Context: an optimization exercise on an open-source flow, tuned for small area, a short achievable clock period and few clock cycles. The choices shown serve that exercise and are no tape-out recipe.
Function was checked by simulation only, so behaviour that the tests miss may differ from the original.
No activity file was given, so power comes from the tool's default toggle rates.

Setup of indigo:
## exu_top
module exu_top (
  input  logic        clk,
  input  logic        rst_n,
  input  logic        req,
  input  logic [31:0] req_instr,
  input  logic [63:0] req_pc,
  input  logic [63:0] req_rs1,
  input  logic [63:0] req_rs2,
  output logic        ack,
  output logic [63:0] rsp_result,
  output logic        rsp_br_taken,
  output logic        rsp_zero,
  output logic        rsp_illegal,
  output logic [31:0] retired_cnt,
  output logic [31:0] br_taken_cnt
);
Size in the first run: about 360 I/O pins, ~23000 um2 of cells after synthesis.
export LEC_CHECK = 0
export CAP_MARGIN = 40
export CORE_MARGIN = 2
export CORE_UTILIZATION = 50
export SETUP_SLACK_MARGIN = 5
export SLEW_MARGIN = 20
export TNS_END_PERCENT = 0
create_clock -name core_clock -period 10.0 [get_ports {clk}]
standard.sh (not shown) runs the stock make flow with config.mk's settings and CLKGATE_MAP_FILE= SYNTH_SCRIPT=/design/flow/synth_recipe.tcl, a recipe that flattens the netlist after the stock synthesis.
==> flow/flow/run.sh <==
#!/bin/bash
# The standard layout (standard.sh: standard synthesis and the ORFS steps
# through finish), with these changes:
#  - ports are buffered with sky130_fd_sc_hd__buf_2 instead of the resizer's
#    own pick (clkdlybuf4s50_1, a slow delay cell of twice the area);
#  - timing repair may resize cells across footprints, so those port buffers
#    can be upsized where a path needs it;
#  - the slow wide and/or cells (4-input and/or/nor, 3-input or, and the
#    a2111/o2111/a41/o41/a311/o311 forms) are added to the platform's
#    don't-use list, so that synthesis maps the carry and compare trees to
#    faster cells. A DONT_USE_CELLS given to make replaces the platform's
#    list, so the platform's list is read from make first and kept.
# The full make output goes to flow_make.log here; ORFS's per-step logs stay
# under orfs/logs/.
set -euo pipefail
cd "$(dirname "${BASH_SOURCE[0]}")/.."
work=$(pwd)
platform_du=$(make -s -C "$FLOW_HOME" DESIGN_CONFIG="$work/config.mk" WORK_HOME="$work/orfs" \
  print-DONT_USE_CELLS 2> dont_use_print.log | sed -n 's/^DONT_USE_CELLS: //p')
if [[ -z "$platform_du" ]]; then
  echo "could not read the platform's DONT_USE_CELLS" >&2
  exit 1
fi
slow=""
for c in or3 or3b or4 or4b or4bb nor4 nor4b nor4bb and4 and4b and4bb \
         a2111o a2111oi o2111a o2111ai a41o a41oi o41a o41ai \
         a311o a311oi o311a o311ai a222oi; do
  for d in 0 1 2 4; do
    slow+=" sky130_fd_sc_hd__${c}_${d}"
  done
done
echo "DONT_USE_CELLS=$platform_du$slow" > dont_use_cells.txt
bash standard.sh "DONT_USE_CELLS=$platform_du$slow" \
  "BUFFER_PORTS_ARGS=-buffer_cell sky130_fd_sc_hd__buf_2" \
  MATCH_CELL_FOOTPRINT=0 finish > flow_make.log 2>&1
Testbench counts of indigo, summed over its fixed seeds: cycles 6,392.
Inputs modified between indigo and harbor:
- CORE_UTILIZATION now 45, was 50
-- flow/flow/run.sh --
<<< indigo, line 3
# through finish), with these changes:
#  - ports are buffered with sky130_fd_sc_hd__buf_2 instead of the resizer's
#    own pick (clkdlybuf4s50_1, a slow delay cell of twice the area);
#  - timing repair may resize cells across footprints, so those port buffers
>>> harbor, line 3
# through finish), with these changes:
#  - ports are buffered with sky130_fd_sc_hd__buf_1 instead of the resizer's
#    own pick (clkdlybuf4s50_1, a slow delay cell of almost three times the
#    area); repair upsizes the ones on critical paths;
#  - timing repair may resize cells across footprints, so those port buffers
<<< indigo, line 33
bash standard.sh "DONT_USE_CELLS=$platform_du$slow" \
  "BUFFER_PORTS_ARGS=-buffer_cell sky130_fd_sc_hd__buf_2" \
  MATCH_CELL_FOOTPRINT=0 finish > flow_make.log 2>&1
>>> harbor, line 34
bash standard.sh "DONT_USE_CELLS=$platform_du$slow" \
  "BUFFER_PORTS_ARGS=-buffer_cell sky130_fd_sc_hd__buf_1" \
  MATCH_CELL_FOOTPRINT=0 finish > flow_make.log 2>&1
## What came out
Worst hold slack after final layout down 0.024 ns in harbor wrt indigo
Compare harbor and indigo | critical path data arrival time lower: indigo
A end point of the critical path of res_q[27] is what harbor shows, while res_q[0] belongs to indigo.
harbor gives more worst stage delay on the critical path than indigo did.
Non-clock buffer instance count of the final layout, harbor vs indigo: down slightly
Final non-filler cell area was higher in indigo than in harbor.
indigo vs harbor, worst setup path startpoint: req_instr[5] vs req_instr[14]
harbor against indigo: number of fillers in the final layout picked up an extra 873, insertion delay of the later-clocked pin in the worst-skew pair has remained practically unchanged, growth of design area from synthesis to finish shrank by 3.7 points.
Minimum period implied by the final worst setup slack: harbor vs indigo up 0.18 ns
The inputs of raven differ from those of harbor as listed below.
- swapping 45 for 50 in CORE_UTILIZATION
Findings:
Looking at critical path depth, raven sits 9 higher than harbor does.
As far as flip-flop and latch count is concerned, harbor and raven perform about the same.
Relative to harbor, post-layout instance count excluding filler cells has decreased by 61 in raven.
Going from harbor to raven, final weighted congestion of routability-driven global placement shrank by about 8%; clock skew grew by 0.0034 ns; wire length after detailed routing grew by 1.3 mm.
Diff harbor -> raven: reported net switching power about even, number of buffers other than clock buffers in the final layout climbed 4.3%, required time at the endpoint of the critical path saw an increase, final design instance area without fill moved up, first-pass GRT wire length comparable.


== job 7285 ==
Another version of the RTL of exu_top (not shown whole).
For scale: ~2800 cells after synthesis, ~0.022 mm2 of cells after synthesis.
export LEC_CHECK = 0
export CAP_MARGIN = 40
export CORE_MARGIN = 2
export CORE_UTILIZATION = 50
export SETUP_SLACK_MARGIN = 5
export SLEW_MARGIN = 20
export TNS_END_PERCENT = 0
create_clock -name core_clock -period 10.0 [get_ports {clk}]
==> flow/flow/run.sh <==
#!/bin/bash
# The standard layout (standard.sh: standard synthesis and the ORFS steps
# through finish), with these changes:
#  - ports are buffered with sky130_fd_sc_hd__buf_2 instead of the resizer's
#    own pick (clkdlybuf4s50_1, a slow delay cell of twice the area);
#  - timing repair may resize cells across footprints, so those port buffers
#    can be upsized where a path needs it;
#  - the slow wide and/or cells (4-input and/or/nor, 3-input or, and the
#    a2111/o2111/a41/o41/a311/o311 forms, and the weak
#    a222oi) are added to the platform's
#    don't-use list, so that synthesis maps the carry and compare trees to
#    faster cells. A DONT_USE_CELLS given to make replaces the platform's
#    list, so the platform's list is read from make first and kept.
# The full make output goes to flow_make.log here; ORFS's per-step logs stay
# under orfs/logs/.
set -euo pipefail
cd "$(dirname "${BASH_SOURCE[0]}")/.."
work=$(pwd)
platform_du=$(make -s -C "$FLOW_HOME" DESIGN_CONFIG="$work/config.mk" WORK_HOME="$work/orfs" \
  print-DONT_USE_CELLS 2> dont_use_print.log | sed -n 's/^DONT_USE_CELLS: //p')
if [[ -z "$platform_du" ]]; then
  echo "could not read the platform's DONT_USE_CELLS" >&2
  exit 1
fi
slow=""
for c in or3 or3b or4 or4b or4bb nor4 nor4b nor4bb and4 and4b and4bb \
         a2111o a2111oi o2111a o2111ai a41o a41oi o41a o41ai \
         a311o a311oi o311a o311ai a222oi; do
  for d in 0 1 2 4; do
    slow+=" sky130_fd_sc_hd__${c}_${d}"
  done
done
echo "DONT_USE_CELLS=$platform_du$slow" > dont_use_cells.txt
bash standard.sh "DONT_USE_CELLS=$platform_du$slow" \
  "BUFFER_PORTS_ARGS=-buffer_cell sky130_fd_sc_hd__buf_2" \
  MATCH_CELL_FOOTPRINT=0 finish > flow_make.log 2>&1
Testbench counts of job 7285, summed over its fixed seeds: cycles 6,392.
The inputs of job 2634 differ from those of job 7285 as listed below.
-- flow/flow/run.sh --
<<< job 7285, line 9
#    a2111/o2111/a41/o41/a311/o311 forms, and the weak
#    a222oi) are added to the platform's
>>> job 2634, line 9
#    a2111/o2111/a41/o41/a311/o311 forms, the weak a222oi,
#    and the weakest _0 sizes) are added to the platform's
<<< job 7285, line 33
>>> job 2634, line 33
# and the weakest sizes, which synthesis picks for area
slow+=" sky130_fd_sc_hd__a21boi_0 sky130_fd_sc_hd__and2_0 sky130_fd_sc_hd__o21ai_0 sky130_fd_sc_hd__or2_0"
Findings:
Worst hold slack: lower on job 7285
Job 7285 → job 2634: number of design-rule violations left by the first detailed-router iteration lower; number of cells on the critical path up 1; fraction of met3 tracks used by global routing grew by 2.4 points; clock insertion delay at the later pin of the skew report neither gained nor lost much.
Input-level comparison between job 1685 and job 2634:
-- flow/flow/run.sh --
<<< job 2634, line 4
#  - ports are buffered with sky130_fd_sc_hd__buf_2 instead of the resizer's
#    own pick (clkdlybuf4s50_1, a slow delay cell of twice the area);
>>> job 1685, line 4
#  - ports are buffered with sky130_fd_sc_hd__buf_1 instead of the resizer's
#    own pick (clkdlybuf4s50_1, a slow delay cell of almost three times the
#    area); repair upsizes the ones on critical paths;
<<< job 2634, line 37
  "BUFFER_PORTS_ARGS=-buffer_cell sky130_fd_sc_hd__buf_2" \
>>> job 1685, line 38
  "BUFFER_PORTS_ARGS=-buffer_cell sky130_fd_sc_hd__buf_1" \
Results
- Job 1685 reports its launch point of the worst path as req_instr[3] while job 2634 reports req_instr[5].
- Against job 2634, job 1685 comes in 39 lower on number of buffers added for setup after CTS.
- Compared with job 2634, job 1685 shows final-layout clock buffer total lower by 3.
- Diff job 2634 -> job 1685 | largest fanout on the critical path | increase of 31
- [compare] base=job 2634 new=job 1685: first-iteration DRC count grew by about 13%, design area shrank by 2.0%, number of antenna violations at the first check in global routing grew by 2, post-route minimum period grew by 240 ps.
- Job 1685 vs. job 2634: sequential share of layout area went up 0.28 points, final wirelength barely changed, worst setup slack after layout shrank by 240 ps, areal power density over the cells rose 1.3 mW/mm2.
> inputs changed (job 1685 -> job 6397)
-- flow/flow/run.sh --
<<< job 1685, line 10
#    a2111/o2111/a41/o41/a311/o311 forms, the weak a222oi,
#    and the weakest _0 sizes) are added to the platform's
>>> job 6397, line 10
#    a2111/o2111/a41/o41/a311/o311 forms) are added to the platform's
<<< job 1685, line 34
# and the weakest sizes, which synthesis picks for area
slow+=" sky130_fd_sc_hd__a21boi_0 sky130_fd_sc_hd__and2_0 sky130_fd_sc_hd__o21ai_0 sky130_fd_sc_hd__or2_0"
>>> job 6397, line 33
Findings:
Job 1685 vs job 6397, worst setup path startpoint: req_instr[3] vs req_instr[5]
Between job 1685 and job 6397, the flow reports routed length on met3 decreasing slightly.
Final worst setup slack, job 6397 and job 1685: larger value in job 6397
| cell area after technology mapping | job 1685 vs job 6397 | ≈ equal |
Taking job 1685 as the reference point, the worst endpoint required time of job 6397 rises by 50 ps.

what the ideal ports hide:
The results above use ideal ports. As a check the final layouts listed here were re-extracted and re-timed, cells and wires unchanged.
Step 1, drivers: a clkbuf_16 drives clk and a buf_2 each remaining input, both assumed.
Step 2 adds t to the input delays and takes it off the output delays; t is the mean of the earliest and latest rising clock arrival at the registers after step 1. Input paths then give back, and output paths get back, about the clock's delay inside the block.
Three values: no drivers, after step 1, after step 2; two values: the first two.
run | t, ns | setup slack, ns | worst hold slack (ns)
indigo | 0.455 | 4.498 / 4.213 / 3.759 | 0.490 / 0.490 / 0.490
harbor | 0.474 | 4.318 / 4.287 / 3.813 | 0.466 / 0.466 / 0.466
raven | 0.465 | 4.506 / 4.515 / 4.050 | 0.467 / 0.467 / 0.467
job 7285 | 0.472 | 4.480 / 4.461 / 3.989 | 0.467 / 0.467 / 0.467
job 2634 | 0.456 | 4.451 / 4.215 / 3.760 | 0.472 / 0.472 / 0.472
job 1685 | 0.458 | 4.207 / 4.072 / 3.614 | 0.472 / 0.472 / 0.472
job 6397 | 0.467 | 4.319 / 4.121 / 3.654 | 0.475 / 0.475 / 0.475
After both steps setup and hold are still met in every run listed. The setup slack of indigo, which loses most, moves by -0.285 ns with the drivers and by -0.739 ns with both steps.
